Background: an optimization exercise with open tools, aiming at a short achievable clock period and few clock cycles per item. Do not read the settings as production practice. The RTL was checked by simulation tests, not by an equivalence proof against the original design. Power figures rest on the tool's default switching activity, not on a simulated workload.

## flow/design.v (module list and top-level ports; edited modules follow where they fit)
// module pfgm_lane: 2893 lines
// module pfgm_gain: 1483 lines
// module pfgm_merge: 49 lines
// module pcm_format_gain_mixer: 159 lines
module pcm_format_gain_mixer #(
	parameter int GAIN_FRAC_BITS = 16
) (
	input  logic                                 clk,
	input  logic                                 arst_n,
	input  logic                                 psel,
	input  logic                                 penable,
	input  logic                                 pwrite,
	input  logic [2:0]                           paddr,
	input  logic [31:0]                          pwdata,
	output logic [31:0]                          prdata,
	output logic                                 pready,
	input  logic                                 in_valid,
	output logic                                 in_stall,
	input  logic                                 active,
	input  logic [2:0]                           sample_format,
	input  logic [31:0]                          sample_word,
	input  logic [pfgm_pkg::GAIN_W-1:0]          source_gain,
	input  logic                                 last_source,
	output logic                                 out_valid,
	input  logic                                 out_stall,
	output logic signed [pfgm_pkg::SAMPLE_W-1:0] mixed_left,
	output logic signed [pfgm_pkg::SAMPLE_W-1:0] mixed_right,
	output logic                                 clipped
);
  // ...
==> flow/run.sh <==
#!/bin/bash
# synth_recipe.tcl (not shown) runs the flow's synth.tcl, then flattens the netlist and writes it again
# the make line also repeats each setting of config.mk as NAME=value (left out here)
make -C /OpenROAD-flow-scripts/flow DESIGN_CONFIG=/design/flow/config.mk WORK_HOME=/design/flow/orfs CLKGATE_MAP_FILE= SYNTH_SCRIPT=/design/flow/synth_recipe.tcl finish
==> flow/config.mk <==
export PLATFORM = sky130hd
export DESIGN_NAME = pcm_format_gain_mixer
export DESIGN_NICKNAME = pcm_format_gain_mixer
export VERILOG_FILES = /design/flow/design.v
export SDC_FILE = /design/flow/constraint.sdc
export NUM_CORES = 4
export LEC_CHECK = 0
export ABC_CLOCK_PERIOD_IN_PS = 2500
export CAP_MARGIN = 20
export CORE_MARGIN = 2
export CORE_UTILIZATION = 55
export SETUP_SLACK_MARGIN = 5
export SLEW_MARGIN = 20
export TNS_END_PERCENT = 100
==> flow/constraint.sdc <==
create_clock -name core_clock -period 8.0 [get_ports {clk}]
set_input_delay 1.6000 -clock core_clock [delete_from_list [all_inputs] [get_ports {clk}]]
set_output_delay 1.6000 -clock core_clock [all_outputs]
set_load 0.01 [all_outputs]
==> flow_summary.toml, run 1 <==
[critical_path]
crit_path_start_kind = "flop"
crit_end = "u_lane_l.acc_q[7]"
rr_worst_depth = 11
crit_cells = 11
crit_type = "flop to flop"
timing.rr.end = "u_lane_l.acc_q[7]"
end_kind = "flop"
max_stage_delay_ns = 0.65
cp.arrival_ns = 3.84
r2r_slack_ns = 4.84

[detailed_routing]
wl_met2_um = 93000
top_layer = "met5"
drc = 0
num_vias = 46810

[cells_and_area]
finalNonFillerCells = 8614
post-route-util_pct = 62.28
layout_common_cells = "1,159 x fa_1, 1,000 x dfxtp_1, 978 x and2_1, 658 x inv_1, 473 x nand2_1"
n_sequential_cell = 1452
largest_class = "multi-input combinational cells"

[sta]
postLayoutSetupSlackWorst_ns = 4.838
hold_viol = 0
holdWs_ns = 0.3117
final.period_utilization_pct = 39.53

[die]
start_util_pct = 55.59

[power_and_ir_drop]
p_seq_mw = 11.3
switchingPower_mw = 11.05
maxPowerGroup = "sequential cells"
power.density_mw_per_mm2 = 333.5

[placement]
dp_cells = 8251

[logic_synthesis]
synth_seq_cells = 1452
synthTopCellsByArea = "fa_1 29%, dfxtp_1 27%, edfxtp_1 11%, and2_1 7.7%, ha_1 5.4%"
synth_compound_area_share_pct = 3.656
syn_inst = 6490
synth_top_family_by_area = "adder cells"
yosysSeqAreaShare_pct = 40.61

[cts]
clock_sinks = 1452
cts_buffers = 155
ctsRootBufferMaster = "clkbuf_16"
post-cts-setup-buffers = 46

[run]
drv_cap = 0

[outcome]
outcome = "finished clean"

[global_routing]
grt_overflow = 0
use_met3_pct = 4.932
Testbench counts, summed over its fixed seeds: cycles 12,088, items 12,000.
==> module pcm_format_gain_mixer, before the edit <==
module pcm_format_gain_mixer #(
	parameter int GAIN_FRAC_BITS = 16
) (
	input  logic                                 clk,
	input  logic                                 arst_n,
	input  logic                                 psel,
	input  logic                                 penable,
	input  logic                                 pwrite,
	input  logic [2:0]                           paddr,
	input  logic [31:0]                          pwdata,
	output logic [31:0]                          prdata,
	output logic                                 pready,
	input  logic                                 in_valid,
	output logic                                 in_stall,
	input  logic                                 active,
	input  logic [2:0]                           sample_format,
	input  logic [31:0]                          sample_word,
	input  logic [pfgm_pkg::GAIN_W-1:0]          source_gain,
	input  logic                                 last_source,
	output logic                                 out_valid,
	input  logic                                 out_stall,
	output logic signed [pfgm_pkg::SAMPLE_W-1:0] mixed_left,
	output logic signed [pfgm_pkg::SAMPLE_W-1:0] mixed_right,
	output logic                                 clipped
);
	localparam int NV     = 8;
	localparam int MD     = 2;
	localparam int THRESH = 8;
	logic [16:0] mgain_q;
	logic [16:0] prd_q;
	logic        wr_en;
	assign pready = 1'b1;
	assign wr_en  = psel & penable & pwrite & ~paddr[2];
	always_ff @(posedge clk or negedge arst_n) begin
		if (!arst_n) begin
			mgain_q <= 17'h10000;
		end else if (wr_en && (!pwdata[16] || pwdata[15:0] == 16'd0)) begin
			mgain_q <= pwdata[16:0];
		end
	end
	always_ff @(posedge clk or negedge arst_n) begin
		if (!arst_n)
			prd_q <= '0;
		else
			prd_q <= paddr[2] ? 17'd0 : mgain_q;
	end
	assign prdata = {15'd0, prd_q};
	logic              stall_q;
	logic              acc_in;
	logic [NV-1:0]     v_p, l_p;
	logic              act0;
	logic [2:0]        fmt0;
	logic [31:0]       word0;
	logic [16:0]       sg0;
	assign in_stall = stall_q;
	assign acc_in   = in_valid & ~stall_q;
	always_ff @(posedge clk) begin
		act0  <= active;
		fmt0  <= sample_format;
		word0 <= sample_word;
		sg0   <= source_gain;
		l_p   <= {l_p[NV-2:0], last_source};
	end
	always_ff @(posedge clk or negedge arst_n) begin
		if (!arst_n)
			v_p <= '0;
		else
			v_p <= {v_p[NV-2:0], acc_in};
	end
	pfgm_pkg::stereo_t smp;
	logic [15:0] sl_p [MD+1];
	logic [15:0] sr_p [MD+1];
	always_comb begin
		smp = pfgm_pkg::unpack(fmt0, word0);
		if (!act0)
			smp = '0;
	end
	always_ff @(posedge clk) begin
		sl_p[0] <= smp.left;
		sr_p[0] <= smp.right;
		for (int i = 1; i <= MD; i++) begin
			sl_p[i] <= sl_p[i-1];
			sr_p[i] <= sr_p[i-1];
		end
	end
	logic [32:0] h_q;
	pfgm_gain u_gain (
		.clk (clk),
		.sg  (sg0),
		.mg  (mgain_q),
		.h_q (h_q)
	);
	logic fresh_q, emit_q;
	always_ff @(posedge clk or negedge arst_n) begin
		if (!arst_n) begin
			fresh_q <= 1'b1;
			emit_q  <= 1'b0;
		end else begin
			if (v_p[NV-1])
				fresh_q <= l_p[NV-1];
			emit_q <= v_p[NV-1] & l_p[NV-1];
		end
	end
	logic signed [15:0] acc_l, acc_r;
	logic               clip_l, clip_r;
	pfgm_lane u_lane_l (
		.clk    (clk),
		.arst_n (arst_n),
		.s      (sl_p[MD]),
		.h      (h_q),
		.vc     (v_p[NV-2]),
		.fresh  (fresh_q),
		.acc_q  (acc_l),
		.clip_q (clip_l)
	);
	pfgm_lane u_lane_r (
		.clk    (clk),
		.arst_n (arst_n),
		.s      (sr_p[MD]),
		.h      (h_q),
		.vc     (v_p[NV-2]),
		.fresh  (fresh_q),
		.acc_q  (acc_r),
		.clip_q (clip_r)
	);
	pfgm_merge #(.DEPTH_LOG2(3)) u_merge (
		.clk         (clk),
		.arst_n      (arst_n),
		.emit        (emit_q),
		.left        (acc_l),
		.right       (acc_r),
		.clip        (clip_l | clip_r),
		.out_stall   (out_stall),
		.out_valid   (out_valid),
		.mixed_left  (mixed_left),
		.mixed_right (mixed_right),
		.clipped     (clipped)
	);
	logic [4:0] pend_q, pend_d;
	logic       inc, dec;
	assign inc = acc_in & last_source;
	assign dec = out_valid & ~out_stall;
	always_comb begin
		pend_d = pend_q;
		if (inc & ~dec)
			pend_d = pend_q + 5'd1;
		else if (dec & ~inc)
			pend_d = pend_q - 5'd1;
	end
	always_ff @(posedge clk or negedge arst_n) begin
		if (!arst_n) begin
			pend_q  <= '0;
			stall_q <= 1'b0;
		end else begin
			pend_q  <= pend_d;
			stall_q <= (pend_d >= 5'(THRESH));
		end
	end
endmodule
==> run 2, diff against run 1 <==
--- a/flow/design.v
+++ b/flow/design.v
@@ -42,17 +42,17 @@
 	endfunction
 endpackage
 module pfgm_lane (
 	input  logic               clk,
 	input  logic               arst_n,
 	input  logic [15:0]        s,
 	input  logic [32:0]        h,
 	input  logic               vc,
-	input  logic               fresh,
+	input  logic               close,
 	output logic signed [15:0] acc_q,
 	output logic               clip_q
 );
 	logic p_w0;
 	logic p_w1;
 	logic p_w2;
 	logic p_w3;
 	logic p_w4;
@@ -2904,40 +2904,49 @@
 		c16_q <= lo[16];
 		g0_q  <= m0[16];
 		g1_q  <= m1[17];
 		s0_q  <= s0;
 		s1_q  <= s1[17:1];
 	end
 	logic signed [16:0] x_q;
 	always_ff @(posedge clk) begin
-		x_q <= !vc ? 17'd0 : (c16_q ? g1_q : g0_q) ? s1_q : s0_q;
+		x_q <= (c16_q ? g1_q : g0_q) ? s1_q : s0_q;
 	end
-	logic signed [17:0] tot;
-	logic               ovf;
-	logic signed [15:0] sat;
-	always_comb begin
-		tot = (fresh ? 18'sd0 : 18'(acc_q)) + 18'(x_q);
-		ovf = tot[17] ? ~(tot[16] & tot[15]) : (tot[16] | tot[15]);
-		if (!ovf)
-			sat = tot[15:0];
-		else if (tot[17])
-			sat = 16'sh8000;
-		else
-			sat = 16'sh7fff;
+	logic [15:0]        xl_q;
+	logic signed [15:0] yp_q;
+	logic signed [16:0] yn_q;
+	logic signed [17:0] yp, yn;
+	assign yp = 18'sd32767 - 18'(x_q);
+	assign yn = -18'sd32768 - 18'(x_q);
+	always_ff @(posedge clk) begin
+		xl_q <= !vc ? 16'd0 : x_q[15:0];
+		yp_q <= (!vc || yp > 18'sd32767) ? 16'sh7fff : yp[15:0];
+		yn_q <= (!vc || yn < -18'sd32768) ? -17'sd32768 : yn[16:0];
 	end
+	logic signed [15:0] b_q;
+	logic               cl_q;
+	logic               sat_hi, sat_lo;
+	logic signed [15:0] sat;
+	assign sat_hi = b_q > yp_q;
+	assign sat_lo = 17'(b_q) < yn_q;
+	assign sat = sat_hi ? 16'sh7fff : sat_lo ? 16'sh8000 : b_q + xl_q;
 	always_ff @(posedge clk or negedge arst_n) begin
 		if (!arst_n) begin
-			acc_q  <= '0;
-			clip_q <= 1'b0;
+			b_q  <= '0;
+			cl_q <= 1'b0;
 		end else begin
-			acc_q  <= sat;
-			clip_q <= (clip_q & ~fresh) | ovf;
+			b_q  <= close ? 16'sd0 : sat;
+			cl_q <= ~close & (cl_q | sat_hi | sat_lo);
 		end
 	end
+	always_ff @(posedge clk) begin
+		acc_q  <= sat;
+		clip_q <= cl_q | sat_hi | sat_lo;
+	end
 endmodule
 module pfgm_gain (
 	input  logic        clk,
 	input  logic [16:0] sg,
 	input  logic [16:0] mg,
 	output logic [32:0] h_q
 );
 	logic h_w0;
@@ -4486,36 +4495,37 @@
 	input  logic [pfgm_pkg::GAIN_W-1:0]          source_gain,
 	input  logic                                 last_source,
 	output logic                                 out_valid,
 	input  logic                                 out_stall,
 	output logic signed [pfgm_pkg::SAMPLE_W-1:0] mixed_left,
 	output logic signed [pfgm_pkg::SAMPLE_W-1:0] mixed_right,
 	output logic                                 clipped
 );
-	localparam int NV     = 8;
+	localparam int NV     = 9;
 	localparam int MD     = 2;
 	localparam int THRESH = 8;
 	logic [16:0] mgain_q;
+	logic [16:0] wd_q;
+	logic        wr_q;
 	logic [16:0] prd_q;
-	logic        wr_en;
 	assign pready = 1'b1;
-	assign wr_en  = psel & penable & pwrite & ~paddr[2];
 	always_ff @(posedge clk or negedge arst_n) begin
 		if (!arst_n) begin
+			wr_q    <= 1'b0;
 			mgain_q <= 17'h10000;
-		end else if (wr_en && (!pwdata[16] || pwdata[15:0] == 16'd0)) begin
-			mgain_q <= pwdata[16:0];
+		end else begin
+			wr_q <= psel & penable & pwrite & ~paddr[2] & (~pwdata[16] | (pwdata[15:0] == 16'd0));
+			if (wr_q)
+				mgain_q <= wd_q;
 		end
 	end
-	always_ff @(posedge clk or negedge arst_n) begin
-		if (!arst_n)
-			prd_q <= '0;
-		else
-			prd_q <= paddr[2] ? 17'd0 : mgain_q;
+	always_ff @(posedge clk) begin
+		wd_q  <= pwdata[16:0];
+		prd_q <= paddr[2] ? 17'd0 : wr_q ? wd_q : mgain_q;
 	end
 	assign prdata = {15'd0, prd_q};
 	logic              stall_q;
 	logic              acc_in;
 	logic [NV-1:0]     v_p, l_p;
 	logic              act0;
 	logic [2:0]        fmt0;
 	logic [31:0]       word0;
@@ -4553,46 +4563,43 @@
 	end
 	logic [32:0] h_q;
 	pfgm_gain u_gain (
 		.clk (clk),
 		.sg  (sg0),
 		.mg  (mgain_q),
 		.h_q (h_q)
 	);
-	logic fresh_q, emit_q;
+	logic close, emit_q;
+	assign close = v_p[NV-1] & l_p[NV-1];
 	always_ff @(posedge clk or negedge arst_n) begin
-		if (!arst_n) begin
-			fresh_q <= 1'b1;
-			emit_q  <= 1'b0;
-		end else begin
-			if (v_p[NV-1])
-				fresh_q <= l_p[NV-1];
-			emit_q <= v_p[NV-1] & l_p[NV-1];
-		end
+		if (!arst_n)
+			emit_q <= 1'b0;
+		else
+			emit_q <= close;
 	end
 	logic signed [15:0] acc_l, acc_r;
 	logic               clip_l, clip_r;
 	pfgm_lane u_lane_l (
 		.clk    (clk),
 		.arst_n (arst_n),
 		.s      (sl_p[MD]),
 		.h      (h_q),
 		.vc     (v_p[NV-2]),
-		.fresh  (fresh_q),
+		.close  (close),
 		.acc_q  (acc_l),
 		.clip_q (clip_l)
 	);
 	pfgm_lane u_lane_r (
 		.clk    (clk),
 		.arst_n (arst_n),
 		.s      (sr_p[MD]),
 		.h      (h_q),
 		.vc     (v_p[NV-2]),
-		.fresh  (fresh_q),
+		.close  (close),
 		.acc_q  (acc_r),
 		.clip_q (clip_r)
 	);
 	pfgm_merge #(.DEPTH_LOG2(3)) u_merge (
 		.clk         (clk),
 		.arst_n      (arst_n),
 		.emit        (emit_q),
 		.left        (acc_l),
==> run 2 against run 1 <==
Net effect: still clean; via count grew 4.4%; core utilization fell by 1.1 points; first-iteration DRC count increased by 1.8%; sequential share of layout area grew 1.4 points; critical path depth is 10 lower; maximum frequency is 4.0% higher; non-clock buffer count down 72; sequential power rose by 16%; area after synthesis up 6.5%; highest routed layer is now met4.
==> flow_summary.toml, run 2 <==
[logic_synthesis]
synth_ff_type = "dfxtp_1"
synth_seq_cells = 1603
syn_area_mm2 = 0.08526
avgSynthCellArea_um2 = 12.26
syn_inst = 6953
yosysTopAreaCell = "dfxtp_1"
async_flop_share_pct = 4.803
yosysSeqAreaShare_pct = 41.58
synthTopCellsByArea = "dfxtp_1 29%, fa_1 27%, edfxtp_1 10%, and2_1 7.5%, ha_1 6.1%"
synth.top_cell.area_share_pct = 28.86
ys_warn_count = 8
synth_common_cells = "1,229 x dfxtp_1, 1,161 x fa_1, 1,016 x and2_1"
synth.most_common_cell = "dfxtp_1"
yosysUniqueCellTypes = 79
synth_edf_count = 297

[power_and_ir_drop]
ir_drop_mv = 0.2205
p_int_mw = 20.41
leakage_nw = 42.79
power.density_mw_per_mm2 = 342.8
switchingPower_mw = 11.91
clockPowerShare_pct = 25.5
combPwrFrac_pct = 34.0
seq_power_share_pct = 40.5
switching_share_pct = 36.85

[cts]
h-tree-depth = 4
hold_buffers = 0
cts_buffer_depth = 3
cts_tree = "yes"
clk_pin_slew_worst_paths_ns = 0.06
ctsRootBufferMaster = "clkbuf_16"
clock_sinks = 1603
clkLatencyLatePin_ns = 0.82
cts_buffers = 170

[global_routing]
grt_pass1_vias = 53790
grt_max_degree = 70
antenna_found_initial = 3
grt_usage_pct = 25.39
grt_first_pass_wirelength_um = 307000
grt_overflow = 0

[sta]
final.period_utilization_pct = 38.00
rsz0062_at_grt = "yes"
hold_viol = 0
max_freq_mhz = 329.0
slew_viol_final = 0
worst_pin_slew_ns = 1.037
postLayoutSetupSlackWorst_ns = 4.960
post-route-min-period_ns = 3.040
fin_setup_tns_ns = 0
finalSetupViolCount = 0
finalClockSkew_ns = 0.04169
relSlewSlack_pct = 30.86

[critical_path]
crit_required_ns = 6.40
r2r_slack_ns = 5.08
cp_top_family = "flip-flops"
cp_num_buf_inv = 1
end_kind = "output pin"
cp.arrival_ns = 1.44
crit_chain = "clkbuf_2"
crit_type = "flop to output pin"
cpMaxStageDelayCell = "edfxtp_1"
worstPathMaxFanout = 1
max_stage_delay_ns = 0.46
crit_path_start_kind = "flop"

[detailed_routing]
drtIter0Drc = 2668
drt_first_pass_iters = 5
routedWlPerCell_um = 21.03
num_vias = 48870
postRouteAntennaNets = 0
finalWirelength_um = 192800
avgViaCountPerCell = 5.331
drc = 0

[die]
start_util_pct = 55.35
rows = 144
io_pins = 164
die_h_um = 397.7
die_w_um = 397.7
die-area_mm2 = 0.1582
core_area_mm2 = 0.1540

[placement]
place_hpwl_um = 123000
port_buffers = 130
gp_congestion = 0.8133
pre_cts_ws_ns = 4.409

[cells_and_area]
drive_above_1_share_pct = 9.044
layout_common_cells = "1,164 x dfxtp_1, 1,160 x fa_1, 1,016 x and2_1, 736 x inv_1, 494 x nand2_1"
multiInputGateArea_mm2 = 0.04595
largest_register_ffs = 264
final_common_cell = "dfxtp_1"
fin_nets = 8650
regArea_mm2 = 0.03565
num-fill-cells = 12300
area_growth_pct = 10.60

[hold_path]
min_path_type = "flop to flop"

[outcome]
outcome = "finished clean"

[run]
drv_cap = 0
==> run 2: cell types whose count changed in the layout (fill, tap and decap cells not counted), sizes merged, moves of 36 or more <==
cell and change:
inv +77, and2 +36, dfxtp +167, ha +70, a21boi -37, buf -76
==> run 2: logic make-up after synthesis <==
logic type,count (synthesis),synth area share (%)
other cells,2,0.008808
compound gates,457,3.359
mux,170,3.107
buf+inv,1065,4.791
fa+ha+maj,1576,33.35
xor+xnor,167,1.716
simple gates,1913,12.09
flops,1603,41.58
==> run 2: power groups by stage <==
stage	sequential, mW	clock, mW	combinational, mW
6_report	13.1	8.26	11.0
5_1_grt	13.3	8.77	12.7
4_1_cts	13.1	8.45	11.2
3_5_place_dp	13.2	0	11.1
3_3_place_gp	13.2	0	10.9
2_1_floorplan	11.6	0	8.40
==> run 2: area by class of cell <==
cell class,instances,share of cell area [%]
sequential,1603,37.81
timing repair buffer,165,1.410
clock buffer,243,5.163
tap,2044,2.712
inverter,737,2.938
multi-input combinational,4301,48.73
clock inverter,72,1.231
antenna,2,0.005308
==> run 2: per-stage QoR <==
step	area [um2]	utilization [%]	hold WS (ns)	instances	power, mW
global route	94290	61.21	0.3258	9165	34.77
CTS	94130	61.10	0.3197	9162	32.70
detailed placement	88250	57.29	0.3120	8845	24.36
floorplan	85330	-	0.3096	6969	19.99
finish	94300	61.21	0.3140	9167	32.32
global placement	88250	57.29	0.3097	8845	24.13
==> run 2: worst paths after layout <==
kind                                   from  depth (start not counted)                  to
setup / recovery           u_merge.out_q[4]                          1      mixed_right[3]
hold / removal                       l_p[7]                          0              l_p[8]
setup reg to reg             u_gain.h_q[22]                          5  u_lane_r.p_r1_22_0
hold reg to reg                      l_p[7]                          0              l_p[8]
max in group asynchronous            arst_n                          2     u_merge.rptr[2]
min in group asynchronous            arst_n                          1    u_lane_r.b_q[15]
==> run 2: repair_timing <==
item | CTS | global route
buffers inserted | 2 | 3
pin swaps | 2 | 4
resized for setup | 219 | 52
endpoints found under the hold margin | 0 | 0
gates cloned | 0 | 0
setup endpoints to repair | 121 | 136
==> run 2: per-layer routing <==
layer / global-route usage [%] / up-vias / share of wire [%]
met5: 0.1211 / - / 0
met1: 34.50 / 25260 / 43
li1: - / 21910 / -
met3: 4.795 / 333 / 6.1
met2: 41.93 / 1370 / 48
met4: 6.933 / 0 / 2.4
Testbench counts of run 2, summed over its fixed seeds: cycles 12,096, items 12,000.

[what the ideal ports hide]
In the flow no input, the clock included, has a driving cell. The finished layouts below were timed again as built, in two steps.
Step 1 (the two cells are an assumption about what drives the block):
set clk [get_ports {clk}]
set_driving_cell -lib_cell sky130_fd_sc_hd__clkbuf_16 $clk
set_driving_cell -lib_cell sky130_fd_sc_hd__buf_2 [delete_from_list [all_inputs] $clk]
Step 2 times the ports against the registers' clock, not the clock port: input delays grow and output delays shrink by t, the midpoint of the rising clock arrivals with the driver on.
Three values: ideal ports, drivers, drivers and shift; two values: the first two.
run	t, ns	setup slack, ns	clock arrival spread, ns	pins driven straight from the clock port
run 1	0.863	4.838 / 4.838 / 4.383	0.033 / 0.033	1
run 2	0.886	4.960 / 4.874 / 4.409	0.049 / 0.050	1
After both steps every run listed still meets setup and hold. For run 2, which loses most, drivers alone change the setup slack by -0.086 ns; drivers and shift together by -0.551 ns.
